From an optimization exercise on the open Yosys and OpenROAD flow, aimed at small area, a short achievable clock period and few clock cycles per item; shortcuts taken in it are not production practice. Only simulation tests tie the RTL to the original design; equivalence was not proved.

<file path="design/flow/run.sh">
#!/bin/bash
# synth_recipe.tcl (not shown) runs the flow's synth.tcl, then flattens the netlist and writes it again
# the make line also repeats each setting of config.mk as NAME=value (left out here)
make -C /OpenROAD-flow-scripts/flow DESIGN_CONFIG=/design/flow/config.mk WORK_HOME=/design/flow/orfs CLKGATE_MAP_FILE= SYNTH_SCRIPT=/design/flow/synth_recipe.tcl finish
</file>
<file path="design/flow/config.mk">
export PLATFORM = sky130hd
export DESIGN_NAME = octahedral_normal_encoder_unit
export DESIGN_NICKNAME = octahedral_normal_encoder_unit
export VERILOG_FILES = /design/flow/design.v
export SDC_FILE = /design/flow/constraint.sdc
export NUM_CORES = 4
export LEC_CHECK = 0
export CAP_MARGIN = 20
export CORE_MARGIN = 2
export CORE_UTILIZATION = 55
export CTS_BUF_LIST = sky130_fd_sc_hd__clkbuf_4 sky130_fd_sc_hd__clkbuf_8
export SETUP_SLACK_MARGIN = 2.0
export SLEW_MARGIN = 20
</file>
<file path="design/flow/constraint.sdc">
create_clock -name core_clock -period 5.0 [get_ports {i_clk}]
set_input_delay 1.0000 -clock core_clock [delete_from_list [all_inputs] [get_ports {i_clk}]]
set_output_delay 1.0000 -clock core_clock [all_outputs]
set_load 0.01 [all_outputs]
</file>
<file path="design/flow/design.v">
package octne_pkg;
    localparam int QBITS     = 15;
    localparam int HALF_BITS = 16;
    localparam int LW        = 17;
endpackage
module octne_div_step (
    input  logic [octne_pkg::LW-1:0]     i_den,
    input  logic [octne_pkg::LW:0]       i_rem_u,
    input  logic [octne_pkg::QBITS-1:0]  i_low_u,
    input  logic [octne_pkg::LW:0]       i_rem_v,
    input  logic [octne_pkg::QBITS-1:0]  i_low_v,
    output logic [octne_pkg::LW:0]       o_rem_u,
    output logic [octne_pkg::QBITS-1:0]  o_low_u,
    output logic [octne_pkg::LW:0]       o_rem_v,
    output logic [octne_pkg::QBITS-1:0]  o_low_v
);
    localparam int LW = octne_pkg::LW;
    localparam int QB = octne_pkg::QBITS;
    logic s_u, s_v;
    assign s_u = i_rem_u[LW];
    assign s_v = i_rem_v[LW];
    octne_add #(.W(LW+1)) u_lane (
        .i_a   ({i_rem_u[LW-1:0], i_low_u[QB-1]}),
        .i_b   ({1'b0, i_den} ^ {(LW+1){~s_u}}),
        .i_cin (~s_u),
        .o_s   (o_rem_u)
    );
    octne_add #(.W(LW+1)) v_lane (
        .i_a   ({i_rem_v[LW-1:0], i_low_v[QB-1]}),
        .i_b   ({1'b0, i_den} ^ {(LW+1){~s_v}}),
        .i_cin (~s_v),
        .o_s   (o_rem_v)
    );
    assign o_low_u = {i_low_u[QB-2:0], ~o_rem_u[LW]};
    assign o_low_v = {i_low_v[QB-2:0], ~o_rem_v[LW]};
endmodule
module octne_add #(
    parameter int W = 16
) (
    input  logic [W-1:0] i_a,
    input  logic [W-1:0] i_b,
    input  logic         i_cin,
    output logic [W-1:0] o_s
);
    localparam int NL = (W >= 32) ? 6 : (W >= 16) ? 5 : (W >= 8) ? 4 : (W >= 4) ? 3 : 2;
    logic [W:0] g [0:NL];
    logic [W:0] p [0:NL];
    genvar i, l;
    generate
        assign g[0][0] = i_cin;
        assign p[0][0] = 1'b0;
        for (i = 0; i < W; i++) begin : g_pg
            assign g[0][i+1] = i_a[i] & i_b[i];
            assign p[0][i+1] = i_a[i] ^ i_b[i];
        end
        for (l = 0; l < NL; l++) begin : g_lvl
            for (i = 0; i <= W; i++) begin : g_node
                if ((i >> l) & 1) begin : g_op
                    localparam int J = ((i >> l) << l) - 1;
                    assign g[l+1][i] = g[l][i] | (p[l][i] & g[l][J]);
                    assign p[l+1][i] = p[l][i] & p[l][J];
                end else begin : g_pass
                    assign g[l+1][i] = g[l][i];
                    assign p[l+1][i] = p[l][i];
                end
            end
        end
        for (i = 0; i < W; i++) begin : g_sum
            assign o_s[i] = p[0][i+1] ^ g[NL][i];
        end
    endgenerate
endmodule
module octahedral_normal_encoder_unit #(
    parameter int COMP_WIDTH = 16
) (
    input  logic                         i_clk,
    input  logic                         i_rst_n,
    input  logic                         i_valid,
    output logic                         o_stall,
    input  logic signed [COMP_WIDTH-1:0] i_comp_x,
    input  logic signed [COMP_WIDTH-1:0] i_comp_y,
    input  logic signed [COMP_WIDTH-1:0] i_comp_z,
    output logic                         o_valid,
    input  logic                         i_stall,
    output logic [31:0]                  o_packed_oct,
    output logic                         o_zero_vector
);
    localparam int LW = octne_pkg::LW;
    localparam int QB = octne_pkg::QBITS;
    localparam int RW = LW + 1;               
    localparam logic [QB-2:0] REGMASK = 14'b11_1111_1111_1111;
    localparam int REC = 3 + LW + 2 * (RW + QB);
    logic w_adv;              
    logic r_hv;               
    logic w_fin_v;            
    assign w_adv   = ~(r_hv & i_stall);
    assign o_stall = ~w_adv;
    assign o_valid = r_hv;
    always_ff @(posedge i_clk) begin
        if (!i_rst_n) begin
            r_hv <= 1'b0;
        end else if (w_adv) begin
            r_hv <= w_fin_v;
        end
    end
    logic                  w_sx, w_sy, w_sz;
    logic [COMP_WIDTH-1:0] n_ax, n_ay, n_az;
    logic [COMP_WIDTH-1:0] w_au, w_av;
    logic [COMP_WIDTH-1:0] n_cs, n_cl, n_cu, n_cv;
    logic [COMP_WIDTH-1:0] r0_cs, r0_cl, r0_cu, r0_cv;
    logic                  r0_nx, r0_ny, r0_fold, r0_v;
    assign w_sx = i_comp_x[COMP_WIDTH-1];
    assign w_sy = i_comp_y[COMP_WIDTH-1];
    assign w_sz = i_comp_z[COMP_WIDTH-1];
    octne_add #(.W(COMP_WIDTH)) u_abs_x (
        .i_a(i_comp_x ^ {COMP_WIDTH{w_sx}}), .i_b('0), .i_cin(w_sx), .o_s(n_ax));
    octne_add #(.W(COMP_WIDTH)) u_abs_y (
        .i_a(i_comp_y ^ {COMP_WIDTH{w_sy}}), .i_b('0), .i_cin(w_sy), .o_s(n_ay));
    octne_add #(.W(COMP_WIDTH)) u_abs_z (
        .i_a(i_comp_z ^ {COMP_WIDTH{w_sz}}), .i_b('0), .i_cin(w_sz), .o_s(n_az));
    always_comb begin
        w_au = w_sz ? n_ay : n_ax;
        w_av = w_sz ? n_ax : n_ay;
        n_cs = w_au ^ w_av ^ n_az;
        n_cl = (w_au & w_av) | (w_au & n_az) | (w_av & n_az);
        n_cu = (~w_au & w_av) | (~w_au & n_az) | (w_av & n_az);
        n_cv = (w_au & ~w_av) | (w_au & n_az) | (~w_av & n_az);
    end
    always_ff @(posedge i_clk) begin
        if (!i_rst_n) begin
            r0_v <= 1'b0;
        end else if (w_adv) begin
            r0_v <= i_valid;
        end
    end
    always_ff @(posedge i_clk) begin
        if (w_adv) begin
            r0_cs   <= n_cs;
            r0_cl   <= n_cl;
            r0_cu   <= n_cu;
            r0_cv   <= n_cv;
            r0_nx   <= w_sx;
            r0_ny   <= w_sy;
            r0_fold <= w_sz;
        end
    end
    logic [LW-1:0]         n_l1;
    logic [LW:0]           n_s_u, n_s_v;
    octne_add #(.W(LW)) u_l1 (
        .i_a({1'b0, r0_cs}), .i_b({r0_cl, 1'b0}), .i_cin(1'b0), .o_s(n_l1));
    octne_add #(.W(LW+1)) u_su (
        .i_a({2'b11, ~r0_cs}), .i_b({1'b0, r0_cu, 1'b0}), .i_cin(1'b1), .o_s(n_s_u));
    octne_add #(.W(LW+1)) u_sv (
        .i_a({2'b11, ~r0_cs}), .i_b({1'b0, r0_cv, 1'b0}), .i_cin(1'b1), .o_s(n_s_v));
    logic [LW-1:0] ra_l1;
    logic [LW:0]   ra_s_u, ra_s_v;
    logic          ra_nx, ra_ny, ra_fold, ra_v;
    always_ff @(posedge i_clk) begin
        if (!i_rst_n) begin
            ra_v <= 1'b0;
        end else if (w_adv) begin
            ra_v <= r0_v;
        end
    end
    always_ff @(posedge i_clk) begin
        if (w_adv) begin
            ra_l1   <= n_l1;
            ra_s_u  <= n_s_u;
            ra_s_v  <= n_s_v;
            ra_nx   <= r0_nx;
            ra_ny   <= r0_ny;
            ra_fold <= r0_fold;
        end
    end
    logic [1:0]     w_k_u, w_k_v;
    logic [LW:0]    n_r1_u, n_r1_v;
    logic [REC-1:0] w_first;
    assign w_k_u = ra_s_u[QB+1:QB] + 2'd1;
    assign w_k_v = ra_s_v[QB+1:QB] + 2'd1;
    octne_add #(.W(LW+1)) u_r1_u (
        .i_a(~ra_s_u), .i_b({{(LW-1){1'b0}}, w_k_u}), .i_cin(1'b0), .o_s(n_r1_u));
    octne_add #(.W(LW+1)) u_r1_v (
        .i_a(~ra_s_v), .i_b({{(LW-1){1'b0}}, w_k_v}), .i_cin(1'b0), .o_s(n_r1_v));
    assign w_first = {ra_nx, ra_ny, ra_fold, ra_l1,
                      n_r1_u, ra_s_u[QB-1:1], ~n_r1_u[LW],
                      n_r1_v, ra_s_v[QB-1:1], ~n_r1_v[LW]};
    logic [REC-1:0] w_rec [0:QB-1];
    logic           w_vld [0:QB-1];
    logic [REC-1:0] r_first;
    logic           r_first_v;
    always_ff @(posedge i_clk) begin
        if (!i_rst_n) begin
            r_first_v <= 1'b0;
        end else if (w_adv) begin
            r_first_v <= ra_v;
        end
    end
    always_ff @(posedge i_clk) begin
        if (w_adv) begin
            r_first <= w_first;
        end
    end
    assign w_rec[0] = r_first;
    assign w_vld[0] = r_first_v;
    genvar k;
    generate
        for (k = 0; k < QB - 1; k++) begin : g_div
            logic [REC-1:0] n_rec;
            octne_div_step u_step (
                .i_den   (w_rec[k][2*(RW+QB) +: LW]),
                .i_rem_u (w_rec[k][RW+2*QB +: RW]),
                .i_low_u (w_rec[k][RW+QB +: QB]),
                .i_rem_v (w_rec[k][QB +: RW]),
                .i_low_v (w_rec[k][0 +: QB]),
                .o_rem_u (n_rec[RW+2*QB +: RW]),
                .o_low_u (n_rec[RW+QB +: QB]),
                .o_rem_v (n_rec[QB +: RW]),
                .o_low_v (n_rec[0 +: QB])
            );
            assign n_rec[REC-1:2*(RW+QB)] = w_rec[k][REC-1:2*(RW+QB)];
            if (REGMASK[k]) begin : g_reg
                logic [REC-1:0] r_rec;
                logic           r_v;
                always_ff @(posedge i_clk) begin
                    if (!i_rst_n) begin
                        r_v <= 1'b0;
                    end else if (w_adv) begin
                        r_v <= w_vld[k];
                    end
                end
                always_ff @(posedge i_clk) begin
                    if (w_adv) begin
                        r_rec <= n_rec;
                    end
                end
                assign w_rec[k+1] = r_rec;
                assign w_vld[k+1] = r_v;
            end else begin : g_comb
                assign w_rec[k+1] = n_rec;
                assign w_vld[k+1] = w_vld[k];
            end
        end
    endgenerate
    logic [REC-1:0] w_last;
    logic [LW-1:0]  w_den;
    logic [RW-1:0]  w_rem_u, w_rem_v, w_dx;
    logic [QB-1:0]  w_q_u, w_q_v;
    logic           w_nx, w_ny, w_fold, w_zero, w_tie_u, w_tie_v;
    logic [15:0]    w_m_u, w_m_v, w_inc_u, w_inc_v, n_u, n_v;
    logic           w_c_u, w_c_v;
    logic [32:0]    w_fin;
    always_comb begin
        w_last  = w_rec[QB-1];
        w_nx    = w_last[REC-1];
        w_ny    = w_last[REC-2];
        w_fold  = w_last[REC-3];
        w_den   = w_last[2*(RW+QB) +: LW];
        w_rem_u = w_last[RW+2*QB +: RW];
        w_q_u   = w_last[RW+QB +: QB];
        w_rem_v = w_last[QB +: RW];
        w_q_v   = w_last[0 +: QB];
        w_dx    = {1'b0, w_den};
        w_zero  = ~(|w_den);
        w_tie_u = ~w_den[0] & (~(|w_rem_u) |
                  ~(|((w_rem_u ^ w_dx) ^ {(w_rem_u[RW-2:0] | w_dx[RW-2:0]), 1'b0})));
        w_tie_v = ~w_den[0] & (~(|w_rem_v) |
                  ~(|((w_rem_v ^ w_dx) ^ {(w_rem_v[RW-2:0] | w_dx[RW-2:0]), 1'b0})));
        w_m_u   = (w_nx & ~w_fold) ? 16'hffff : ((w_fold & ~w_nx) ? 16'h7fff : 16'h0000);
        w_m_v   = (w_ny & ~w_fold) ? 16'hffff : ((w_fold & ~w_ny) ? 16'h7fff : 16'h0000);
        w_c_u   = w_fold ? (w_tie_u ^ w_nx) : w_nx;
        w_c_v   = w_fold ? (w_tie_v ^ w_ny) : w_ny;
    end
    octne_add #(.W(16)) u_out_u (
        .i_a({1'b0, w_q_u} ^ w_m_u), .i_b('0), .i_cin(1'b1), .o_s(w_inc_u));
    octne_add #(.W(16)) u_out_v (
        .i_a({1'b0, w_q_v} ^ w_m_v), .i_b('0), .i_cin(1'b1), .o_s(w_inc_v));
    always_comb begin
        n_u   = (w_c_u ? w_inc_u : ({1'b0, w_q_u} ^ w_m_u)) ^ {w_fold & w_nx, 15'd0};
        n_v   = (w_c_v ? w_inc_v : ({1'b0, w_q_v} ^ w_m_v)) ^ {w_fold & w_ny, 15'd0};
        w_fin = {w_zero, w_zero ? 32'd0 : {n_v, n_u}};
    end
    assign w_fin_v = w_vld[QB-1];
    logic [32:0] r_out;
    always_ff @(posedge i_clk) begin
        if (w_adv) begin
            r_out <= w_fin;
        end
    end
    assign o_packed_oct  = r_out[31:0];
    assign o_zero_vector = r_out[32];
endmodule
</file>
==> results of run 1 <==
-- per-layer routing --
layer | global-route usage | vias up | wire, um
met5 | 0 | - | 0
met4 | 0.0931 | 0 | 7050
met3 | 0.0322 | 364 | 5070
met2 | 0.447 | 674 | 92100
met1 | 0.253 | 21925 | 61800
li1 | - | 21771 | -
-- layout make-up --
class                      count  area [um2]
clock inverter               132        1070
antenna                        4        10.0
fill                        9801       43200
tap                         1794        2240
multi-input combinational   3607       35400
sequential                  1462       43700
timing repair buffer         648        6080
clock buffer                 307        3810
inverter                     480        1800
-- synthesized netlist by cell type (all sizes together) (17+ instances only) --
| master | n | area (um2) |
|---|---|---|
| a211oi | 22 | 165 |
| a21boi | 44 | 330 |
| a21o | 98 | 736 |
| a21oi | 162 | 811 |
| a311oi | 19 | 166 |
| a31o | 17 | 149 |
| a31oi | 39 | 244 |
| and2 | 66 | 413 |
| buf | 52 | 228 |
| clkbuf | 32 | 120 |
| dfxtp | 18 | 360 |
| edfxtp | 1444 | 43400 |
| fa | 174 | 3480 |
| ha | 557 | 6970 |
| inv | 479 | 1800 |
| mux2i | 23 | 230 |
| nand2 | 208 | 781 |
| nand2b | 60 | 375 |
| nand3 | 38 | 200 |
| nand4 | 29 | 181 |
| nor2 | 345 | 1290 |
| nor2b | 110 | 688 |
| nor3 | 85 | 425 |
| nor4 | 33 | 206 |
| o2111ai | 18 | 158 |
| o21a | 65 | 488 |
| o21ai | 127 | 636 |
| o22a | 18 | 158 |
| o311a | 18 | 180 |
| o41ai | 19 | 166 |
| or2 | 37 | 231 |
| or3 | 35 | 219 |
| or4 | 23 | 173 |
| xnor2 | 789 | 6910 |
| xor2 | 198 | 1750 |
-- cell families (layout without fill, tap and decap cells) --
group                      count (synthesis)  count (layout)  share of synthesized area
muxes                                     39              39                    0.00541
adders and majority gates                731             731                      0.138
and+or+nand+nor                         1110            1112                     0.0730
DFF                                     1462            1462                      0.576
other                                      0               4                          0
xor gates and xnor gates                 987             987                      0.114
buffers and inverters                    564            1567                     0.0283
AOI/OAI and AO/OA                        738             738                     0.0658
-- worst max-delay path by stage --
stage	from	end	slack [ns]	depth (start not counted)
floorplan	i_stall	g_div[0].g_reg.r_rec[0]	-0.07	2
global route	g_div[4].g_reg.r_rec[32]	g_div[5].g_reg.r_rec[32]	1.62	11
detailed placement	i_comp_y[2]	r0_cs[14]	0.44	11
finish	g_div[4].g_reg.r_rec[32]	g_div[5].g_reg.r_rec[0]	1.72	11
global placement	i_comp_x[2]	r0_cs[14]	0.46	11
CTS	g_div[5].g_reg.r_rec[65]	g_div[6].g_reg.r_rec[33]	1.59	11
-- timing repair --
item	4_1_cts	5_1_grt
hold buffers	0	0
pin swaps	316	372
gates resized for setup	599	512
cloned	8	2
setup buffers	264	223
setup endpoints to repair	346	220
-- worst max-delay path, delay by kind of cell (launching register included) --
family / cells / cell delay (ns)
xor gates and xnor gates: 2 / 0.27
adders and majority gates: 1 / 0.33
DFF: 1 / 0.43
AOI/OAI and AO/OA: 5 / 1.16
buffers and inverters: 1 / 0.18
and+or+nand+nor: 2 / 0.64
-- sequential cells by signal, summed over array words and instances (netlist names), 14 cells and up --
signal,count
r0_cv,16
r0_cu,16
r0_cs,16
ra_s_u,17
r_first,86
r_out,33
ra_s_v,17
ra_l1,17
g_div.g_reg.r_rec,1204
r0_cl,16
g_div.g_reg.r_v,14
-- stage by stage --
stage                     hold WS, ns  cells
final                           0.395   8434
after floorplan                 0.400   5631
after detailed placement        0.405   7494
after global placement          0.400   7494
after global routing            0.397   8433
after CTS                       0.400   8205
==> impl.org, run 1 <==
** Status
- The flow ran to the end and the layout has no timing, DRC or antenna violations.

** Synth
- The synthesized netlist occupies a cell area of ~0.076 mm2.
- The Yosys step of the flow raised 14 warnings.
- Synthesis inferred 1462 register bits.
- Sequential area share after synthesis :: 0.576
- Count of flip-flops with a built-in enable after synthesis :: between 1000 and 1500
- Synthesis handed over a netlist of about 5600 instances.
- Unique cell type count in the Yosys netlist :: 74
- Top_reg_cell synth :: sky130_fd_sc_hd__edfxtp_1
- Average size of a mapped cell :: approximately 13 um2
- In the synthesized netlist the async set-or-reset flop fraction comes to 0.

** GRT
- Global Route Usage Sum :: 0.232
- Maximum number of pins on one net before global-route repair :: between 150 and 200
- Remaining Overflow, GRT :: 0
- The first global-routing pass estimated between 200 and 300 mm of wire.
- Vias in the first global route :: between 40000 and 50000
- The initial antenna violation count was 5.

** Floorplanning
- The floorplan step set the die height to 376 um.
- The die covers around 0.14 mm2.
- In this run the count of I/O pins placed on the die edge is 87.
- Core Area :: 0.137 mm2
- Width of the die :: roughly 380 um
- The initial utilization of the core area, before any placement, comes to 0.553.
- Row count :: 136

** Clock network
- Number of clock buffers inserted by TritonCTS :: approximately 240
- No sink is reached through more buffers than the 3 on the longest clock path.
- The clock reaches the later pin of the worst-skew pair after ~0.96 ns.
- H-tree levels :: 4
- Clock-pin slew was measured on the worst setup and hold paths at approximately 0.060 ns.
- Total clock sinks :: approximately 1500
- Clock tree synthesis selected as its root buffer the cell sky130_fd_sc_hd__clkbuf_8.
- CTS tree :: built

** Worst setup path
- The worst setup path is captured at a flop.
- Along the worst path, the maximum fanout reaches 5.
- For this design, the slowest cell found on the critical path is sky130_fd_sc_hd__or4_4.
- Number of cells on the worst reg-to-reg path :: 11
- Data on the critical path arrives at its endpoint at 3.96 ns.
- On the worst path, the slowest cell contributes a delay of approximately 0.46 ns.
- CP Class :: reg2reg
- RR Startpoint :: g_div[4].g_reg.r_rec[32]
- STA classifies the critical path startpoint as a flop.
- The critical path goes through buf_12 > xnor2_2 > ha_1 > and2_4 > a311oi_4 > o22a_4 > a31oi_4 > or4_4 > a31o_4 > a21o_1 > xor2_1.
- At the worst endpoint, the required time is between 5 and 6 ns.
- R2r setup slk :: around 1.7 ns
- Endpoint of the worst register-to-register path :: g_div[5].g_reg.r_rec[0]

** Final layout
- Final standard cell utilization of the core :: 0.685
- For this run, the post-layout net count is just over 7000.
- Most common cell after layout, fill and taps aside :: sky130_fd_sc_hd__edfxtp_1
- Final design instance area without fill :: around 0.094 mm2
- Layout overhead on the synthesized area :: 24.0%
- Of the cells placed in the final design, the portion with a size suffix greater than 1 is 0.250.
- Commonest cells after routing, fill and taps aside :: sky130_fd_sc_hd__edfxtp_1, sky130_fd_sc_hd__xnor2_1, sky130_fd_sc_hd__ha_1, sky130_fd_sc_hd__inv_1, sky130_fd_sc_hd__buf_4

** STA
- At the pin with the least slew margin, the transition time is approximately 1.1 ns.
- The worst path meets setup with about 1.7 ns of slack.
- Part of the cycle the worst path needs :: 0.656
- The count of final max-slew check failures is 0.
- After layout, the minimum clock period comes to 3.28 ns.
- Clock Skews :: roughly 0.058 ns
- Final count of hold timing violations :: 0
- Setup repair after global routing missed its margin :: yes
- Timing would allow up to roughly 0.30 GHz.
- After routing, the total negative slack on setup checks comes to 0 ns.
- Worst slew margin relative to its limit :: 0.251
- Setup violations remaining at the end of the flow were counted as 0.

** Placed design
- The HPWL after detailed placement is 113 mm.
- Placement Cell Area :: 0.0793 mm2
- The congestion estimate from routability-driven global placement came to about 0.9.
- In this run the tool buffered the top-level ports with 86 buffer cells.
- Prior to clock tree synthesis, the placed netlist has a worst setup slack of approximately 0.44 ns.

** Drt
- Initial DRT Pass Iterations :: 5
- Drt drc :: 0
- Using the TritonRoute via totals, the vias-per-cell ratio works out to 5.30.
- After detailed routing, the average wire length per cell comes to just under 20 um.
- The detailed router finished its first iteration with between 2000 and 2500 violations.
- Via count :: approximately 45000
- Wires add up to approximately 170 mm.
- Once detail routing completed, the nets flagged for antenna violations numbered 0.

** Hold path
- Worst min-delay path category :: reg2reg
- The worst hold path terminates at g_div[7].g_reg.r_rec[12].
- In this run the most critical hold path is launched from g_div[6].g_reg.r_rec[11].
- Cell depth of the worst hold path :: 0

** Run
- Number of max-cap violations :: 0
Testbench counts, summed over its fixed seeds: cycles 12,152, items 12,000.
==> run 2, diff against run 1 <==
--- a/design/flow/design.v
+++ b/design/flow/design.v
@@ -91,3 +91,4 @@
     localparam logic [QB-2:0] REGMASK = 14'b11_1111_1111_1111;
-    localparam int REC = 3 + LW + 2 * (RW + QB);
+    localparam int LB = QB - 1;
+    localparam int REC = 3 + LW + 2 * (RW + LB);
     logic w_adv;              
@@ -184,4 +185,4 @@
     assign w_first = {ra_nx, ra_ny, ra_fold, ra_l1,
-                      n_r1_u, ra_s_u[QB-1:1], ~n_r1_u[LW],
-                      n_r1_v, ra_s_v[QB-1:1], ~n_r1_v[LW]};
+                      n_r1_u, ra_s_u[QB-1:1],
+                      n_r1_v, ra_s_v[QB-1:1]};
     logic [REC-1:0] w_rec [0:QB-1];
@@ -208,14 +209,17 @@
             logic [REC-1:0] n_rec;
+            logic [QB-1:0]  w_lo_u, w_lo_v;
             octne_div_step u_step (
-                .i_den   (w_rec[k][2*(RW+QB) +: LW]),
-                .i_rem_u (w_rec[k][RW+2*QB +: RW]),
-                .i_low_u (w_rec[k][RW+QB +: QB]),
-                .i_rem_v (w_rec[k][QB +: RW]),
-                .i_low_v (w_rec[k][0 +: QB]),
-                .o_rem_u (n_rec[RW+2*QB +: RW]),
-                .o_low_u (n_rec[RW+QB +: QB]),
-                .o_rem_v (n_rec[QB +: RW]),
-                .o_low_v (n_rec[0 +: QB])
+                .i_den   (w_rec[k][2*(RW+LB) +: LW]),
+                .i_rem_u (w_rec[k][RW+2*LB +: RW]),
+                .i_low_u ({w_rec[k][RW+LB +: LB], ~w_rec[k][RW+2*LB+RW-1]}),
+                .i_rem_v (w_rec[k][LB +: RW]),
+                .i_low_v ({w_rec[k][0 +: LB], ~w_rec[k][LB+RW-1]}),
+                .o_rem_u (n_rec[RW+2*LB +: RW]),
+                .o_low_u (w_lo_u),
+                .o_rem_v (n_rec[LB +: RW]),
+                .o_low_v (w_lo_v)
             );
-            assign n_rec[REC-1:2*(RW+QB)] = w_rec[k][REC-1:2*(RW+QB)];
+            assign n_rec[RW+LB +: LB] = w_lo_u[QB-1:1];
+            assign n_rec[0 +: LB]     = w_lo_v[QB-1:1];
+            assign n_rec[REC-1:2*(RW+LB)] = w_rec[k][REC-1:2*(RW+LB)];
             if (REGMASK[k]) begin : g_reg
@@ -256,7 +260,7 @@
         w_fold  = w_last[REC-3];
-        w_den   = w_last[2*(RW+QB) +: LW];
-        w_rem_u = w_last[RW+2*QB +: RW];
-        w_q_u   = w_last[RW+QB +: QB];
-        w_rem_v = w_last[QB +: RW];
-        w_q_v   = w_last[0 +: QB];
+        w_den   = w_last[2*(RW+LB) +: LW];
+        w_rem_u = w_last[RW+2*LB +: RW];
+        w_q_u   = {w_last[RW+LB +: LB], ~w_rem_u[RW-1]};
+        w_rem_v = w_last[LB +: RW];
+        w_q_v   = {w_last[0 +: LB], ~w_rem_v[RW-1]};
         w_dx    = {1'b0, w_den};
--- a/design/flow/config.mk
+++ b/design/flow/config.mk
@@ -11,3 +11,5 @@
 export CTS_BUF_LIST = sky130_fd_sc_hd__clkbuf_4 sky130_fd_sc_hd__clkbuf_8
-export SETUP_SLACK_MARGIN = 2.0
+export SETUP_SLACK_MARGIN = 2.3
 export SLEW_MARGIN = 20
+export SYNTH_HIERARCHICAL = 1
+export SYNTH_MINIMUM_KEEP_SIZE = 0
==> run 2 against run 1 <==
Net effect: still clean; clock skew increased by 0.0053 ns; non-clock buffer count grew 328; hold slack got worse by 0.027 ns; first-iteration DRC count rose by 42%; utilization about the same; maximum frequency rose by 9.3%; critical path type is now in2reg; critical endpoint is now r0_cs[7]; largest cell class is now multi-input combinational cells.
==> impl.org, run 2 <==
** Status
- Outcome :: complete, no violations

** Final layout
- The library cell used most frequently in the layout, excluding fill and tap cells, is sky130_fd_sc_hd__edfxtp_1.
- In the final layout, the registers with the most flip-flops are g_div.g_reg.r_rec (1176), r_first (84), r_out (33).
- Commonest cells after routing, fill and taps aside :: sky130_fd_sc_hd__edfxtp_1, sky130_fd_sc_hd__buf_4, sky130_fd_sc_hd__inv_1, sky130_fd_sc_hd__xnor2_1, sky130_fd_sc_hd__ha_1
- The register with the most flip-flops in the layout has about 1200 of them.
- Once layout is complete, the cells apart from fillers number approximately 9800.
- Final net count :: roughly 8500
- Layout overhead on the synthesized area :: 23.8%
- Once layout is done, the placed cells without fillers occupy 0.106 mm2.
- Register with the most flip-flops :: g_div.g_reg.r_rec
- Proportion of layout cells with a drive suffix above 1 :: 0.314

** Clock network
- TritonCTS built the clock tree.
- In this run the number of H-tree levels came out at 4.
- Cell chosen for the clock root :: sky130_fd_sc_hd__clkbuf_8
- After clock tree synthesis, the clock-pin slew on the worst setup and hold paths is around 0.060 ns.
- Maximum clock path buffer count :: 3
- The clock net in this run drives a total of ~1400 sinks.
- Number of clock buffers inserted by TritonCTS :: 237
- At the later pin of the worst-skew pair, clock insertion delay measures 1.00 ns.

** Floorplanning
- Die area :: roughly 0.16 mm2
- Width of the die :: 398 um
- The floorplan step defined a core boundary enclosing approximately 0.15 mm2.
- Row generation in the floorplan step produced 144 rows.
- For this configuration, the core starts out at a cell density of 0.554.
- Total I/O pin count :: 87
- Chip height :: between 300 and 400 um

** Drt
- Drt drc :: 0
- Wires add up to 199 mm.
- Mean number of vias per cell :: between 5 and 6
- Antenna viol nets, final :: 0
- Via count :: roughly 52000
- The first routing iteration left roughly 3000 violations.
- Initial DRT Pass Iterations :: 6
- In the final routed layout, each cell accounts on average for about 20 um.

** Placed design
- Pre-CTS setup slack :: about 0.25 ns
- Count of placed standard cells including taps :: between 8000 and 9000
- The congestion estimate from routability-driven global placement came to ~0.85.
- Once placement finished, the instance area stood at around 0.085 mm2.
- HPWL after detailed placement :: about 130 mm
- Port-buffer cells :: 86

** STA
- Final slew viol count :: 0
- For the pin with the worst max-slew slack, the measured transition is around 1.3 ns.
- Sum of negative setup slack :: 0 ns
- Setup violations remaining at the end of the flow were counted as 0.
- Setup repair after global routing could not meet its margin everywhere.
- Timing would allow up to between 0.3 and 0.4 GHz.
- Counting I/O delays and the setup requirement, the final critical path takes ~3 ns.
- The number of endpoints with negative hold slack in the final report came to 0.
- In the post-route analysis, the smallest setup slack over all paths is around 2 ns.
- Dividing the final minimum period by the clock period gives 0.600.
- Headroom to the max-slew limit came out at 0.123.
- Between clock sinks in the finished design, the worst skew comes to 0.0632 ns.

** Synth
- The Yosys step of the flow raised 20 warnings.
- Post-Synthesis Cell Area :: 0.0853 mm2
- Average size of a mapped cell :: approximately 13 um2
- Synthesis produced about 6700 cells.

** GRT
- Met2 Use GR :: 0.428
- Initial antenna violation count :: 6
- The via count of the first global-routing pass came to 52312.
- The total overflow left after global routing is 0.
- Global-route track usage on met3 :: 0.0333
- GR Util met1 :: 0.298
- Entering global routing, the biggest net connects about 170 pins.
- The global routing stage identified its most utilized layer as met2.
- Global Route Usage Sum :: 0.243
- First-pass GRT wire length :: between 200 and 300 mm

** Worst setup path
- Critical Path Slowest Stage Cell :: sky130_fd_sc_hd__fa_1
- For the worst flop-to-flop path, the logic depth is 13.
- Required time of the worst setup path :: around 5.7 ns
- Counting both buffers and inverters, the worst setup path holds a total of 4.
- Largest fanout on the critical path :: 3
- At the worst endpoint, the arrival time is between 3 and 4 ns.
- Broken down by cell family, the worst path's largest delay share belongs to adder cells.
- Walking the worst path, the cells encountered are buf_12 > xor2_4 > fa_2 > a211oi_2 > buf_4 > o21ai_4 > a21o_1 > a21oi_2 > fa_2 > inv_2 > mux2i_4 > fa_1 > inv_1.
- The worst register-to-register path ends at r_out[9].
- CP Class :: in2reg
- By instance count, the cell type seen most on the critical path is sky130_fd_sc_hd__fa_2.
- RR Startpoint :: g_div[13].g_reg.r_rec[81]
- For this run, the slowest stage of the critical path takes ~0.53 ns.
- R2r setup slk :: 2.04 ns
- The worst setup path is captured at a flop.
- STA classifies the critical path startpoint as an input pin.

** Hold path
- The path with the worst hold slack has its endpoint at r0_nx.
- The tightest min-delay check is of the in2reg type.
- Startpoint of the lowest-slack hold path :: i_comp_x[15]
- Cell depth of the worst hold path :: 2

** Run
- The tool flagged a number of max-cap violations equal to 0.
## run 2: how the worst max path moves through the flow
| stage | slack, ns | startpoint | cells past startpoint | to |
|---|---|---|---|---|
| 6_report | 2.00 | i_comp_x[15] | 13 | r0_cs[7] |
| 5_1_grt | 1.93 | g_div[13].g_reg.r_rec[81] | 14 | r_out[8] |
| 4_1_cts | 2.09 | g_div[4].g_reg.r_rec[31] | 9 | g_div[5].g_reg.r_rec[29] |
| 3_5_place_dp | 0.25 | i_comp_y[15] | 13 | r0_cv[7] |
| 3_3_place_gp | 0.34 | i_comp_y[15] | 13 | r0_cv[7] |
| 2_1_floorplan | 0.002 | i_stall | 2 | g_div[0].g_reg.r_rec[0] |
## run 2: layout make-up
class | count | area, um2
inverter | 676 | 2570
timing repair buffer | 976 | 8990
clock buffer | 299 | 3750
tap | 2044 | 2560
antenna | 2 | 5.00
clock inverter | 130 | 1020
sequential | 1434 | 42900
multi-input combinational | 4216 | 43900
fill | 10915 | 48400
## run 2: worst reg2reg max path, stage by stage (launching register included)
cell	delay, ns
sky130_fd_sc_hd__edfxtp_1	0.43
sky130_fd_sc_hd__inv_2	0.14
sky130_fd_sc_hd__ha_4	0.24
sky130_fd_sc_hd__buf_12	0.18
sky130_fd_sc_hd__xnor2_4	0.15
sky130_fd_sc_hd__ha_4	0.23
sky130_fd_sc_hd__a211oi_2	0.25
sky130_fd_sc_hd__buf_4	0.16
sky130_fd_sc_hd__nor3_4	0.05
sky130_fd_sc_hd__o31ai_1	0.31
sky130_fd_sc_hd__nand2b_1	0.13
sky130_fd_sc_hd__xor2_1	0.17
sky130_fd_sc_hd__mux2i_2	0.24
sky130_fd_sc_hd__nor2_1	0.08
## run 2: stage by stage
stage                     hold slack (ns)  utilization
after floorplan                     0.400            -
after detailed placement            0.405        0.555
after CTS                           0.259        0.643
after global routing                0.315        0.686
final                               0.368        0.686
after global placement              0.401        0.555
## run 2: repair_timing
action,in CTS,in global routing
resized for setup,959,658
hold buffers,0,0
setup endpoints to repair,435,256
pin swaps,452,515
hold endpoints to repair,0,0
setup buffers,531,287
gates cloned,11,5
## run 2: per-layer routing
| layer | wire length (um) | vias up |
|---|---|---|
| li1 | - | 25257 |
| met1 | 80000 | 25853 |
| met2 | 103000 | 1012 |
| met3 | 6730 | 358 |
| met4 | 9100 | 4 |
| met5 | 21 | - |
Testbench counts of run 2, summed over its fixed seeds: cycles 12,152, items 12,000.
==> run 3, diff against run 2 <==
--- a/design/flow/config.mk
+++ b/design/flow/config.mk
@@ -11,3 +11,3 @@
 export CTS_BUF_LIST = sky130_fd_sc_hd__clkbuf_4 sky130_fd_sc_hd__clkbuf_8
-export SETUP_SLACK_MARGIN = 2.3
+export SETUP_SLACK_MARGIN = 2.0
 export SLEW_MARGIN = 20
==> run 3 against run 2 <==
Net effect: largest cell class is now registers; utilization shrank 7.5 points; maximum frequency shrank 0.94%; clock-buffer cell count is the same; flip-flop and latch count is the same; via count shrank 7.1%; sequential share of layout area grew 5.0 points.
==> impl.org, run 3 <==
** Status
- Outcome :: complete, no violations

** GRT
- Remaining Overflow, GRT :: 0
- The via count of the first global-routing pass is just under 50000.
- Global Route Usage Sum :: 0.229
- The first global-routing pass estimated between 200 and 300 mm of wire.
- Entering global routing, the biggest net connects 174 pins.
- The initial antenna violation count is 4.

** Clock network
- Number of clock buffers inserted by TritonCTS :: roughly 240
- Total clock sinks :: approximately 1400
- Clock edge transition at the registers on the reported setup and hold paths :: about 0.06 ns
- The clock passes through at most 3 buffers.
- At the later pin of the worst-skew pair, clock insertion delay measures 0.99 ns.
- Hold bufs inserted after CTS :: 0
- The root buffer cell chosen for the clock tree is sky130_fd_sc_hd__clkbuf_8.
- CTS tree :: built
- H-tree levels :: 4

** Final layout
- Final net count :: 7797
- Layout overhead on the synthesized area :: 10.2%
- Register with the most flip-flops :: g_div.g_reg.r_rec
- The register with the most flip-flops in the layout has roughly 1200 of them.
- Of the cells placed in the final design, the portion with a size suffix greater than 1 is 0.160.
- Commonest cells after routing, fill and taps aside :: sky130_fd_sc_hd__edfxtp_1, sky130_fd_sc_hd__xnor2_1, sky130_fd_sc_hd__inv_1, sky130_fd_sc_hd__ha_1, sky130_fd_sc_hd__a21oi_1
- Once layout is complete, the utilization of the core stands at 0.611.
- Post-layout instance count excluding filler cells :: between 9000 and 10000
- Leaving out fill and tap cells, the most frequent cell in the layout is sky130_fd_sc_hd__edfxtp_1.
- The largest registers in the layout are g_div.g_reg.r_rec (1176), r_first (84), r_out (33).

** Drt
- Number of DRC violations after detailed-routing iteration 0 :: 2903
- Using the TritonRoute via totals, the vias-per-cell ratio works out to 5.35.
- Initial DRT Pass Iterations :: 5
- Detailed routing inserted a total of 48761 vias.
- After detailed routing, the average wire length per cell comes to approximately 20 um.
- Drt drc :: 0
- Antenna viol nets, final :: 0
- Wires add up to between 150 and 200 mm.

** STA
- Once routing completed, OpenROAD measured the worst setup slack at roughly 2.0 ns.
- Minimum clock period :: 3.03 ns
- The count of final max-slew check failures is 0.
- In the final timing run, aggregate negative setup slack is 0 ns.
- At the pin with the least slew margin, the transition time is 1.04 ns.
- Maximum clock frequency :: around 0.33 GHz
- In this run the tightest slew margin relative to its limit is 0.304.
- Part of the cycle the worst path needs :: 0.606
- Clock Skews :: approximately 0.059 ns
- Setup repair after global routing missed its margin :: yes
- Final setup vio count :: 0
- The number of endpoints with negative hold slack in the final report is 0.

** Worst setup path
- The worst setup path is captured at a flop.
- Endpoint of the worst register-to-register path :: g_div[5].g_reg.r_rec[29]
- STA classifies the critical path startpoint as an input pin.
- Across all register-to-register paths, the minimum setup slack is between 2 and 2.5 ns.
- The critical path is of the in2reg type.
- For the worst setup path, the data required time is 5.70 ns.
- RR Startpoint :: g_div[4].g_reg.r_rec[31]
- Critical path data arrival time :: ~3.7 ns
- Of all nets on the critical path, the largest fanout is 4.
- Number of cells on the worst reg-to-reg path :: 9
- CP Capture Point :: r0_cs[12]
- Startpoint of the most critical setup path :: i_comp_y[6]

** Floorplanning
- Core Area :: around 0.15 mm2
- The die is ~400 um wide.
- The floorplan step set the die height to slightly below 400 um.
- The initial utilization of the core area, before any placement, comes to 0.554.
- The floorplan step defined a die boundary enclosing about 0.16 mm2.
- Total I/O pin count :: 87
- Row count :: between 100 and 150

** Hold path
- The min-delay analysis places its worst path in the category reg2reg.
- Startpoint of the lowest-slack hold path :: g_div[3].g_reg.r_rec[8]

** Synth
- Average size of a mapped cell :: 12.7 um2
- The synthesized netlist occupies a cell area of roughly 0.085 mm2.
- Synthesized instance count :: around 6700
- Syn. warnings :: 20

** Run
- Number of max-cap violations :: 0

** Placed design
- OpenSTA, run right after detailed placement, puts the worst setup slack at 0.247 ns.
- Summed over all nets, the half-perimeter wirelength after detailed placement is around 130 mm.
- Including well taps, the total number of placed cells is about 8500.
- Weighted congestion reported at the end of routability-driven placement :: about 0.85
- During placement, the flow inserted port buffers numbering 86.
-- run 3: cell types whose count changed in the layout (fill, tap and decap cells not counted), sizes merged --
cell,before,now
dlygate4sd2,17,10
clkinv,106,107
clkdlybuf4s15,24,1
buf,904,230
clkdlybuf4s50,23,59
clkinvlp,10,6
inv,680,683
diode,2,3
bufbuf,2,0
dlymetal6s2s,0,8
-- run 3: critical path, stage by stage --
cell,delay [ns]
sky130_fd_sc_hd__clkdlybuf4s50_1,0.50
sky130_fd_sc_hd__xor2_1,0.17
sky130_fd_sc_hd__ha_1,0.21
sky130_fd_sc_hd__nand3_2,0.11
sky130_fd_sc_hd__nor3_4,0.33
sky130_fd_sc_hd__nor2_4,0.08
sky130_fd_sc_hd__o21a_4,0.23
sky130_fd_sc_hd__o311ai_4,0.38
sky130_fd_sc_hd__mux2i_4,0.15
sky130_fd_sc_hd__fa_1,0.52
sky130_fd_sc_hd__inv_1,0.04
-- run 3: routing by layer --
layer / GRT usage / vias up / routed length, um
met5: 0 / - / 25
met4: 0.0977 / 4 / 7520
met3: 0.0315 / 305 / 6090
met2: 0.398 / 809 / 91700
met1: 0.286 / 23727 / 75600
li1: - / 23916 / -
-- run 3: timing repair --
action	CTS	global route
buffers inserted	97	70
pin swaps	45	108
hold endpoints to repair	0	0
gates cloned	2	3
resized for setup	196	269
setup endpoints to repair	210	123
-- run 3: layout make-up --
| class | instances | area (um2) |
|---|---|---|
| flip-flops and latches | 1434 | 42900 |
| diodes | 3 | 7.51 |
| fillers | 12242 | 60000 |
| multi-input cells | 4216 | 38200 |
| well taps | 2044 | 2560 |
| inverters | 676 | 2550 |
| clock inverters | 130 | 1020 |
| repair buffers | 314 | 3110 |
| clock buffers | 299 | 3750 |
-- run 3: how the worst min path moves through the flow --
stage                                    end  slack, ns  cells past startpoint
floorplan           g_div[0].g_reg.r_rec[81]       0.40                      0
global placement     g_div[8].g_reg.r_rec[7]       0.40                      0
detailed placement  g_div[0].g_reg.r_rec[10]       0.40                      0
CTS                              r_first[66]       0.38                      0
global route                           r0_nx       0.35                      2
finish               g_div[4].g_reg.r_rec[9]       0.38                      0
-- run 3: metrics by stage --
| step | hold WS [ns] | cell area, um2 |
|---|---|---|
| 6_report | 0.376 | 94100 |
| 5_1_grt | 0.347 | 94100 |
| 4_1_cts | 0.379 | 92100 |
| 3_5_place_dp | 0.405 | 85500 |
| 3_3_place_gp | 0.401 | 85500 |
| 2_1_floorplan | 0.400 | 86000 |
==> run 4, diff against run 3 <==
--- a/design/flow/design.v
+++ b/design/flow/design.v
@@ -37,3 +37,4 @@
 module octne_add #(
-    parameter int W = 16
+    parameter int W  = 16,
+    parameter int BW = W
 ) (
@@ -52,4 +53,9 @@
         for (i = 0; i < W; i++) begin : g_pg
-            assign g[0][i+1] = i_a[i] & i_b[i];
-            assign p[0][i+1] = i_a[i] ^ i_b[i];
+            if (i < BW) begin : g_ab
+                assign g[0][i+1] = i_a[i] & i_b[i];
+                assign p[0][i+1] = i_a[i] ^ i_b[i];
+            end else begin : g_a
+                assign g[0][i+1] = 1'b0;
+                assign p[0][i+1] = i_a[i];
+            end
         end
@@ -115,7 +121,7 @@
     assign w_sz = i_comp_z[COMP_WIDTH-1];
-    octne_add #(.W(COMP_WIDTH)) u_abs_x (
+    octne_add #(.W(COMP_WIDTH), .BW(0)) u_abs_x (
         .i_a(i_comp_x ^ {COMP_WIDTH{w_sx}}), .i_b('0), .i_cin(w_sx), .o_s(n_ax));
-    octne_add #(.W(COMP_WIDTH)) u_abs_y (
+    octne_add #(.W(COMP_WIDTH), .BW(0)) u_abs_y (
         .i_a(i_comp_y ^ {COMP_WIDTH{w_sy}}), .i_b('0), .i_cin(w_sy), .o_s(n_ay));
-    octne_add #(.W(COMP_WIDTH)) u_abs_z (
+    octne_add #(.W(COMP_WIDTH), .BW(0)) u_abs_z (
         .i_a(i_comp_z ^ {COMP_WIDTH{w_sz}}), .i_b('0), .i_cin(w_sz), .o_s(n_az));
@@ -180,5 +186,5 @@
     assign w_k_v = ra_s_v[QB+1:QB] + 2'd1;
-    octne_add #(.W(LW+1)) u_r1_u (
+    octne_add #(.W(LW+1), .BW(2)) u_r1_u (
         .i_a(~ra_s_u), .i_b({{(LW-1){1'b0}}, w_k_u}), .i_cin(1'b0), .o_s(n_r1_u));
-    octne_add #(.W(LW+1)) u_r1_v (
+    octne_add #(.W(LW+1), .BW(2)) u_r1_v (
         .i_a(~ra_s_v), .i_b({{(LW-1){1'b0}}, w_k_v}), .i_cin(1'b0), .o_s(n_r1_v));
@@ -276,5 +282,5 @@
     end
-    octne_add #(.W(16)) u_out_u (
+    octne_add #(.W(16), .BW(0)) u_out_u (
         .i_a({1'b0, w_q_u} ^ w_m_u), .i_b('0), .i_cin(1'b1), .o_s(w_inc_u));
-    octne_add #(.W(16)) u_out_v (
+    octne_add #(.W(16), .BW(0)) u_out_v (
         .i_a({1'b0, w_q_v} ^ w_m_v), .i_b('0), .i_cin(1'b1), .o_s(w_inc_v));
--- a/design/flow/config.mk
+++ b/design/flow/config.mk
@@ -11,3 +11,3 @@
 export CTS_BUF_LIST = sky130_fd_sc_hd__clkbuf_4 sky130_fd_sc_hd__clkbuf_8
-export SETUP_SLACK_MARGIN = 2.0
+export SETUP_SLACK_MARGIN = 1.7
 export SLEW_MARGIN = 20
==> run 4 against run 3 <==
Net effect: maximum frequency is 5.8% lower; via count is 7.3% lower; synthesized cell count is 5.9% lower; still clean on timing, DRC and antenna; final cell count is 8.2% lower; wire length is 6.4% lower; critical endpoint is now r0_cv[12]; global-route usage is 0.40 points lower.
==> impl.org, run 4 <==
** Drt
- Routed wire per std cell :: around 20 um
- The routed design has roughly 170 mm of wire.
- The detailed router placed 45197 vias in this run.
- After detailed routing, the number of vias per cell comes to 5.40.
- Antenna viol nets, final :: 0
- The detailed router finished its first iteration with 2704 violations.
- The pre-antenna-repair detailed-routing pass consisted of 5 iterations.
- Drt drc :: 0

** Placed design
- Input and output buffers added on the ports amount to 86.
- The HPWL after detailed placement is approximately 130 mm.
- Weighted congestion reported at the end of routability-driven placement :: 0.858

** Synth
- Synthesis produced roughly 6300 cells.
- After synthesis, the mean cell area works out to 13.0 um2.
- Summing every instance area after synthesis gives ~0.082 mm2.
- Syn. warnings :: 23

** STA
- Final count of hold timing violations :: 0
- Slew at the pin closest to its max-slew limit :: 0.982 ns
- Maximum clock frequency :: 0.311 GHz
- Final setup vio count :: 0
- Summed over all failing endpoints, the final setup total negative slack is 0 ns.
- The clock arrives with ~0.055 ns of skew.
- Final slew viol count :: 0
- Counting I/O delays and the setup requirement, the final critical path takes around 3.2 ns.
- Part of the cycle the worst path needs :: 0.644
- Setup repair after global routing missed its margin :: yes
- Hold timing on the final database bottoms out at a slack of between 0.3 and 0.4 ns.
- Worst slew margin relative to its limit :: 0.341

** GRT
- The first global-routing pass estimated between 200 and 300 mm of wire.
- Maximum number of pins on one net before global-route repair :: ~210
- Vias in the first global route :: around 45000
- Global Route Usage Sum :: 0.225
- The total overflow left after global routing is 0.
- Initial antenna violation count :: 5

** Floorplanning
- Total I/O pin count :: 87
- After floorplanning, the core was sized to cover 0.148 mm2.
- The floorplan has about 140 rows.
- Die area :: between 0.15 and 0.2 mm2
- From left edge to right edge, the die measures between 300 and 400 um.
- Chip height :: about 390 um
- Initial core utilization :: 0.556

** Final layout
- In the final layout, the registers with the most flip-flops are g_div.g_reg.r_rec (1176), r_first (84), r_out (33).
- Commonest cells after routing, fill and taps aside :: sky130_fd_sc_hd__edfxtp_1, sky130_fd_sc_hd__xnor2_1, sky130_fd_sc_hd__inv_1, sky130_fd_sc_hd__ha_1, sky130_fd_sc_hd__xor2_1
- Ranked by flip-flop count, first place goes to g_div.g_reg.r_rec.
- At the end of the flow, the number of nets in the layout was roughly 7100.
- Max FFs per register :: about 1200
- Most common cell after layout, fill and taps aside :: sky130_fd_sc_hd__edfxtp_1
- Of the cells placed in the final design, the portion with a size suffix greater than 1 is 0.108.
- From synthesis to final layout, the design area changed by 6.32%.

** Worst setup path
- RR Startpoint :: g_div[8].g_reg.r_rec[31]
- Data on the critical path arrives at its endpoint at about 4 ns.
- Sort of element at the end of the critical path :: flop
- R2r setup slk :: about 1.8 ns
- STA classifies the critical path startpoint as an input pin.
- In this run the worst path has a maximum fanout of 17.
- CP Class :: in2reg
- CP Capture Point :: r0_cv[12]
- The worst register-to-register path ends at g_div[9].g_reg.r_rec[29].
- Number of cells on the worst reg-to-reg path :: 9
- At the worst endpoint, the required time is ~5.7 ns.
- Tracing the worst setup path back leads to its startpoint at i_comp_x[15].

** Clock network
- Number of clock buffers inserted by TritonCTS :: between 200 and 250
- Cell chosen for the clock root :: sky130_fd_sc_hd__clkbuf_8
- Hold bufs inserted after CTS :: 0
- Maximum clock path buffer count :: 3
- TritonCTS built the clock tree.
- H-tree levels :: 4
- Total clock sinks :: between 1000 and 1500
- Clock edge transition at the registers on the reported setup and hold paths :: around 0.060 ns
- The later pin in the worst-skew pair is clocked with a latency of approximately 0.94 ns.

** Run
- Across the run, the number of max-cap violations was 0.

** Hold path
- The worst hold path belongs to the class reg2reg.
- The startpoint identified for the worst hold timing path is g_div[8].g_reg.r_rec[83].

** Status
- Outcome :: complete, no violations
-- run 4: changes by cell type in the layout (fill, tap and decap cells not counted), sizes merged, moves of 27 or more --
cell | before | now
ha | 634 | 560
nor2 | 190 | 163
conb | 153 | 20
buf | 230 | 112
o21ai | 254 | 216
a21oi | 355 | 280
inv | 683 | 613
-- run 4: what timing repair did --
action	4_1_cts	5_1_grt
setup endpoints to repair	65	45
resized for setup	17	38
endpoints found under the hold margin	0	0
setup buffers	55	6
pin swaps	1	1
cloned	1	0
-- run 4: per-stage QoR --
| step | cell area (um2) | utilization | worst slack (ns) | std cells |
|---|---|---|---|---|
| CTS | 87300 | 0.589 | 1.70 | 8359 |
| global placement | 81800 | 0.552 | 0.622 | 7866 |
| detailed placement | 81800 | 0.552 | 0.547 | 7866 |
| finish | 87600 | 0.591 | 1.78 | 8367 |
| global route | 87600 | 0.591 | 1.66 | 8367 |
| floorplan | 82500 | - | 0.00180 | 6329 |
-- run 4: worst min path at each step --
stage	cells past startpoint	slack, ns	end
finish	0	0.40	g_div[9].g_reg.r_rec[83]
global route	0	0.38	g_div[1].g_reg.r_rec[2]
CTS	0	0.39	g_div[0].g_reg.r_rec[34]
detailed placement	0	0.40	g_div[0].g_reg.r_rec[2]
global placement	0	0.40	g_div[1].g_reg.r_rec[41]
floorplan	0	0.40	g_div[0].g_reg.r_rec[81]
-- run 4: metal layers --
| layer | global-route usage | part of all wire |
|---|---|---|
| met1 | 0.287 | 0.43 |
| met2 | 0.393 | 0.50 |
| met3 | 0.0309 | 0.034 |
| met4 | 0.0777 | 0.035 |
| met5 | 0 | 0 |
-- run 4: layout make-up --
| cell class | instances | area (um2) |
|---|---|---|
| antenna | 1 | 2.50 |
| timing repair buffer | 198 | 2030 |
| clock buffer | 298 | 3730 |
| fill | 11932 | 60600 |
| inverter | 603 | 2270 |
| sequential | 1434 | 42900 |
| clock inverter | 139 | 1060 |
| multi-input combinational | 3764 | 33200 |
| tap | 1930 | 2410 |
-- run 4: critical path: stages --
cell and delay [ns]:
sky130_fd_sc_hd__clkdlybuf4s50_1 0.47, sky130_fd_sc_hd__clkbuf_8 0.30, sky130_fd_sc_hd__xor2_1 0.19, sky130_fd_sc_hd__ha_1 0.24
sky130_fd_sc_hd__nand3_4 0.17, sky130_fd_sc_hd__nor4_1 0.39, sky130_fd_sc_hd__xor2_1 0.11, sky130_fd_sc_hd__buf_4 0.16
sky130_fd_sc_hd__mux2i_2 0.29, sky130_fd_sc_hd__inv_1 0.11, sky130_fd_sc_hd__fa_1 0.42
Testbench counts of run 4, summed over its fixed seeds: cycles 12,152, items 12,000.
==> run 5, diff against run 4 <==
--- a/design/flow/config.mk
+++ b/design/flow/config.mk
@@ -7,2 +7,3 @@
 export LEC_CHECK = 0
+export ABC_AREA = 1
 export CAP_MARGIN = 20
==> run 5 against run 4 <==
Net effect: design area grew 4.3%; hold slack lost 0.026 ns; global-route usage grew 0.95 points; final cell count grew 30%; die area grew 4.4%; synthesized cell count grew 38%; critical path type unchanged; critical endpoint is now r0_cu[8].
==> impl.org, run 5 <==
** Worst setup path
- Endpoint of the worst register-to-register path :: g_div[0].g_reg.r_rec[62]
- Largest fanout on the critical path :: 12
- For this design, the slowest cell found on the critical path is sky130_fd_sc_hd__o21ai_0.
- In this design, the largest share of critical-path delay is due to adder cells.
- Number of cells on the worst reg-to-reg path :: 12
- Required time of the worst setup path :: about 5.6 ns
- Critical-path cell list :: clkdlybuf4s50_1 > xor2_1 > ha_1 > inv_1 > nor2_4 > nand2_2 > clkinv_2 > ha_1 > xor2_2 > o21ai_0 > inv_1 > fa_1
- The largest single stage delay on the critical path is just under 0.5 ns.
- For the worst setup path, the data arrival time is ~3.8 ns.
- R2r setup slk :: ~1.9 ns
- Nature of the critical path startpoint :: input pin
- Number of buffer and inverter instances along the worst setup path :: 4
- The critical path is of the in2reg type.
- RR Startpoint :: r_first[63]
- STA classifies the critical path endpoint as a flop.

** GRT
- Entering global routing, the biggest net connects 173 pins.
- In the global route stage, overall resource usage came out at 0.234.
- The initial antenna violation count came to 7.
- The first global-routing pass estimated slightly below 300 mm of wire.
- Vias in the first global route :: between 50000 and 60000
- Global routing finished with a remaining overflow of 0.

** STA
- The count of final max-slew check failures came to 0.
- Timing would allow up to approximately 0.32 GHz.
- Across the routed clock network, the largest skew measured is roughly 0.067 ns.
- Part of the cycle the worst path needs :: 0.633
- Setup slack closes at 1.84 ns.
- The worst pin sits at a relative slew slack of 0.313.
- For the pin with the worst max-slew slack, the measured transition is roughly 1.0 ns.
- The worst path in the final design needs a cycle of between 3 and 4 ns, including I/O delays and setup.
- Final setup vio count :: 0
- Setup repair after global routing missed its margin :: no
- Sum of negative setup slack :: 0 ns
- Final count of hold timing violations :: 0

** Final layout
- From synthesis to final layout, the design area changed by 6.21%.
- In the final layout, the share of cells above drive strength 1 is 0.107.
- In the layout the commonest cells are sky130_fd_sc_hd__nand2_1, sky130_fd_sc_hd__edfxtp_1, sky130_fd_sc_hd__inv_1, sky130_fd_sc_hd__ha_1.
- Register with the most flip-flops :: g_div.g_reg.r_rec
- Most common cell after layout, fill and taps aside :: sky130_fd_sc_hd__nand2_1
- Max FFs per register :: between 1000 and 1500
- For this run, the post-layout net count is between 9000 and 10000.
- The largest registers in the layout are g_div.g_reg.r_rec (1176), r_first (84), r_out (33).
- After routing the design area is 0.0913 mm2.

** Placed design
- Once detailed placement completed, the half-perimeter wirelength came to between 100 and 150 mm.
- Pre-CTS setup slack :: between 0.4 and 0.5 ns
- Port-buffer cells :: 86
- Routability-driven placement finished with a final weighted congestion of 0.857.
- Summing all placed instances gives a cell area of about 0.086 mm2.

** Clock network
- H-tree levels :: 5
- At the later pin of the worst-skew pair, clock insertion delay measures 0.97 ns.
- TritonCTS built the clock tree.
- Hold bufs inserted after CTS :: 0
- Number of clock buffers inserted by TritonCTS :: between 200 and 300
- Total clock sinks :: 1434
- The clock passes through at most 4 buffers.
- Clock edge transition at the registers on the reported setup and hold paths :: approximately 0.060 ns
- The tree is rooted in a sky130_fd_sc_hd__clkbuf_8.

** Drt
- Drt drc :: 0
- Routed length on met2 :: 93.2 mm
- Highest signal layer in the routed design :: met5
- Once detail routing completed, the nets flagged for antenna violations numbered 0.
- The detailed router placed ~53000 vias in this run.
- In the routed layout, each cell is associated on average with a via count of just under 5.
- Routed wire per std cell :: approximately 17 um
- For this block, the routed nets add up to about 180 mm of wire.
- In this run, the number of DRC markers left after iteration 0 of detailed routing was between 3000 and 4000.
- In the final routing, the length of wire on met1 measures roughly 77 mm.
- Initial DRT Pass Iterations :: 5
- Routed wl met3 :: ~6.5 mm

** Floorplanning
- Width of the die :: ~400 um
- The die is about 400 um tall.
- The initial utilization of the core area, before any placement, comes to 0.552.
- In this run the count of I/O pins placed on the die edge is just under 90.
- Core Area :: around 0.16 mm2
- Row generation in the floorplan step produced between 100 and 150 rows.
- The die covers approximately 0.16 mm2.

** Hold path
- For hold timing, the worst endpoint is g_div[0].g_reg.r_rec[42].
- The path class of the tightest hold or removal check is reg2reg.
- The worst hold path passes through 0 cells.
- Startpoint of the lowest-slack hold path :: r_first[41]

** Status
- The flow ran to the end and the layout has no timing, DRC or antenna violations.

** Synth
- The average instance in the mapped netlist occupies between 9 and 10 um2.
- Synthesis produced a little under 9000 cells.
- Yosys printed 23 warnings.
- Post-Synthesis Cell Area :: roughly 0.086 mm2

** Run
- Max-cap violations in this run came to 0.
==> run 5: how the worst max path moves through the flow <==
stage                             from                 endpoint  slack [ns]  cells past startpoint
after floorplan                i_stall  g_div[0].g_reg.r_rec[0]        0.02                      2
after global placement    i_comp_y[15]                 r0_cs[8]        0.56                     14
after detailed placement  i_comp_y[15]                 r0_cs[8]        0.44                     14
after CTS                         r_hv                  o_stall        1.58                      4
after global routing       i_comp_y[0]                 r0_cu[8]        1.71                     12
final                      i_comp_y[0]                 r0_cu[8]        1.84                     12
==> run 5: through the flow <==
| stage | util | hold WS, ns | std cells |
|---|---|---|---|
| floorplan | - | 0.400 | 8738 |
| global placement | 0.551 | 0.400 | 10408 |
| detailed placement | 0.551 | 0.405 | 10408 |
| CTS | 0.585 | 0.355 | 10880 |
| global route | 0.587 | 0.368 | 10907 |
| finish | 0.587 | 0.372 | 10908 |
==> run 5: area by class of cell <==
class / instances / area, um2
fillers: 13347 / 64300
flip-flops and latches: 1434 / 42900
multi-input cells: 5352 / 33600
inverters: 1445 / 5580
clock buffers: 359 / 4480
well taps: 2058 / 2570
repair buffers: 146 / 1440
clock inverters: 109 / 778
diodes: 5 / 12.5
==> run 5: what timing repair did <==
action | CTS | global route
buffers inserted | 3 | 23
cloned | 1 | 0
endpoints found under the hold margin | 0 | 0
resized for setup | 10 | 9
pin swaps | 1 | 0
setup endpoints to repair | 9 | 23
==> run 5: worst reg2reg max path, delay by kind of cell (launching register included) <==
family | cells | cell delay (ns)
buffers and inverters | 1 | 0.21
DFF | 1 | 1.01
xor gates and xnor gates | 1 | 0.17
AOI/OAI and AO/OA | 1 | 0.17
adders and majority gates | 2 | 0.71
and+or+nand+nor | 7 | 0.62
==> run 5: metal layers <==
layer	vias up	track usage
met2	943	0.418
met3	363	0.0321
met5	-	0
li1	27151	-
met4	2	0.0955
met1	24950	0.285
==> run 6, diff against run 5 <==
--- a/design/flow/config.mk
+++ b/design/flow/config.mk
@@ -7,3 +7,2 @@
 export LEC_CHECK = 0
-export ABC_AREA = 1
 export CAP_MARGIN = 20
@@ -12,3 +11,3 @@
 export CTS_BUF_LIST = sky130_fd_sc_hd__clkbuf_4 sky130_fd_sc_hd__clkbuf_8
-export SETUP_SLACK_MARGIN = 1.7
+export SETUP_SLACK_MARGIN = 2.15
 export SLEW_MARGIN = 20
==> run 6 against run 5 <==
Net effect: utilization is 5.1 points higher; critical endpoint is now g_div[10].g_reg.r_rec[29]; flip-flop and latch count unchanged; clock-buffer cell count decreased by 61; synthesized cell count down 28%; area after synthesis shrank 4.2%; hold slack better by 0.025 ns; register-to-register slack improved by 0.16 ns.
==> impl.org, run 6 <==
** Synth
- The average instance in the mapped netlist occupies roughly 13 um2.

** Clock network
- Total clock sinks :: between 1000 and 1500
- Counting along the longest clock path gives a buffer depth of 3.
- The clock reaches the later pin of the worst-skew pair after around 0.95 ns.

** Status
- The flow ran to the end and the layout has no timing, DRC or antenna violations.

** Drt
- The count of nets left with antenna violations once routing finished came out at 0.
- In this run, the number of DRC markers left after iteration 0 of detailed routing was about 2800.

** Final layout
- The sequential cells in the finished layout cover a total of 0.0429 mm2.
- Summing all multi-input logic gate instances after layout gives roughly 0.037 mm2.
- From synthesis to final layout, the design area changed by 14.8%.

** Floorplanning
- Core Area :: about 0.15 mm2
- The die is 391 um wide.

** STA
- Setup repair after global routing missed its margin :: yes
- Clock skew on the completed layout was measured at between 0.06 and 0.07 ns.
- Worst slew margin relative to its limit :: 0.361

** Run
- Number of max-cap violations :: 0

** Placed design
- Buffers placed on the I/O ports in this run total 86.
- Weighted congestion reported at the end of routability-driven placement :: roughly 0.86
- HPWL after detailed placement :: 128 mm

** GRT
- Remaining Overflow, GRT :: 0
- Vias in the first global route :: 47021

** Worst setup path
- Nature of the critical path startpoint :: flop
==> run 6: changes by cell type in the layout (fill, tap and decap cells not counted), moves of 48 or more <==
cell | before | now
sky130_fd_sc_hd__a21oi_2 | 30 | 86
sky130_fd_sc_hd__a31oi_1 | 2 | 60
sky130_fd_sc_hd__a21o_1 | 0 | 224
sky130_fd_sc_hd__nand2_2 | 198 | 1
sky130_fd_sc_hd__nand2_1 | 2695 | 145
sky130_fd_sc_hd__xnor2_1 | 217 | 646
sky130_fd_sc_hd__xnor2_2 | 0 | 62
sky130_fd_sc_hd__a211oi_2 | 0 | 48
sky130_fd_sc_hd__a21oi_1 | 286 | 190
sky130_fd_sc_hd__ha_1 | 559 | 488
sky130_fd_sc_hd__o21ai_1 | 16 | 88
sky130_fd_sc_hd__inv_1 | 1375 | 588
sky130_fd_sc_hd__nor2_1 | 265 | 159
sky130_fd_sc_hd__buf_4 | 47 | 370
==> run 6: through the flow <==
stage	instances	hold WS, ns	setup slack [ns]	utilization
2_1_floorplan	6329	0.400	0.00180	-
3_3_place_gp	7866	0.400	0.622	0.552
3_5_place_dp	7866	0.405	0.547	0.552
4_1_cts	8535	0.385	1.96	0.610
5_1_grt	8720	0.384	2.02	0.638
6_report	8722	0.397	2.03	0.638
==> run 6: final cells by class <==
cell class	count	area share
Tap cell	1930	0.0255
Timing Repair Buffer	550	0.0556
Clock buffer	298	0.0394
Antenna cell	3	0.0000794
Clock inverter	139	0.0113
Sequential cell	1434	0.454
Multi-Input combinational cell	3765	0.390
Inverter	603	0.0242
==> run 6: repair_timing <==
item | CTS | global route
setup buffers | 228 | 179
gates cloned | 4 | 4
pin swaps | 148 | 260
endpoints found under the setup margin | 378 | 158
resized for setup | 373 | 413
==> run 6: critical path: stages, from the launching register on <==
cell                       delay [ns]
sky130_fd_sc_hd__edfxtp_1        0.41
sky130_fd_sc_hd__buf_12          0.15
sky130_fd_sc_hd__buf_4           0.15
sky130_fd_sc_hd__inv_1           0.31
sky130_fd_sc_hd__fa_2            0.35
sky130_fd_sc_hd__a211oi_4        0.10
sky130_fd_sc_hd__or3_4           0.41
sky130_fd_sc_hd__a21o_4          0.24
sky130_fd_sc_hd__o21ai_4         0.14
sky130_fd_sc_hd__fa_2            0.45
==> run 6: worst paths after layout <==
check                                start                   endpoint  slack (ns)  depth (start not counted)
setup reg to reg  g_div[9].g_reg.r_rec[31]  g_div[10].g_reg.r_rec[29]        2.03                          9
setup / recovery  g_div[9].g_reg.r_rec[31]  g_div[10].g_reg.r_rec[29]        2.03                          9
hold / removal    g_div[8].g_reg.r_rec[83]   g_div[9].g_reg.r_rec[83]        0.40                          0
hold reg to reg   g_div[8].g_reg.r_rec[83]   g_div[9].g_reg.r_rec[83]        0.40                          0
==> run 6: routing by layer <==
metal / part of all wire / track usage / wire length, um / vias up
li1: - / - / - / 22835
met1: 0.42 / 0.292 / 74700 / 23231
met2: 0.51 / 0.404 / 91000 / 877
met3: 0.034 / 0.0319 / 6120 / 326
met4: 0.045 / 0.0967 / 8070 / 0
met5: 0 / 0 / 0 / -

==> afterwards: timing with drivers on the ports <==
No port has a modelled driver above. Below, the same layouts with a new extraction and two added sets of constraints. Step 1 sets driving cells, clkbuf_16 on the clock port and buf_2 on the other inputs (assumed; they add their load-dependent delay and slew). Step 2 moves the port delays by t, midway between the first and last clock arrival at a register: inputs arrive t later, outputs are due t later. That takes back most of the time a late clock gives input paths. Three values: ideal, step 1, step 2; two values: the first two.
run	shift t [ns]	slack for setup (ns)	worst data-port slew with drivers (ns)
run 1	1.006	1.721 / 1.721 / 0.792	0.05
run 2	1.048	1.999 / 2.028 / 0.980	0.08
run 3	1.032	1.970 / 2.024 / 0.991	0.06
run 4	0.994	1.782 / 1.828 / 0.841	0.04
run 5	1.011	1.836 / 1.867 / 0.881	0.04
run 6	0.993	2.029 / 2.029 / 1.217	0.04
After both steps setup and hold are still met in every run listed. The setup slack of run 2, which loses most, moves by +0.029 ns with the drivers and by -1.019 ns with both steps.
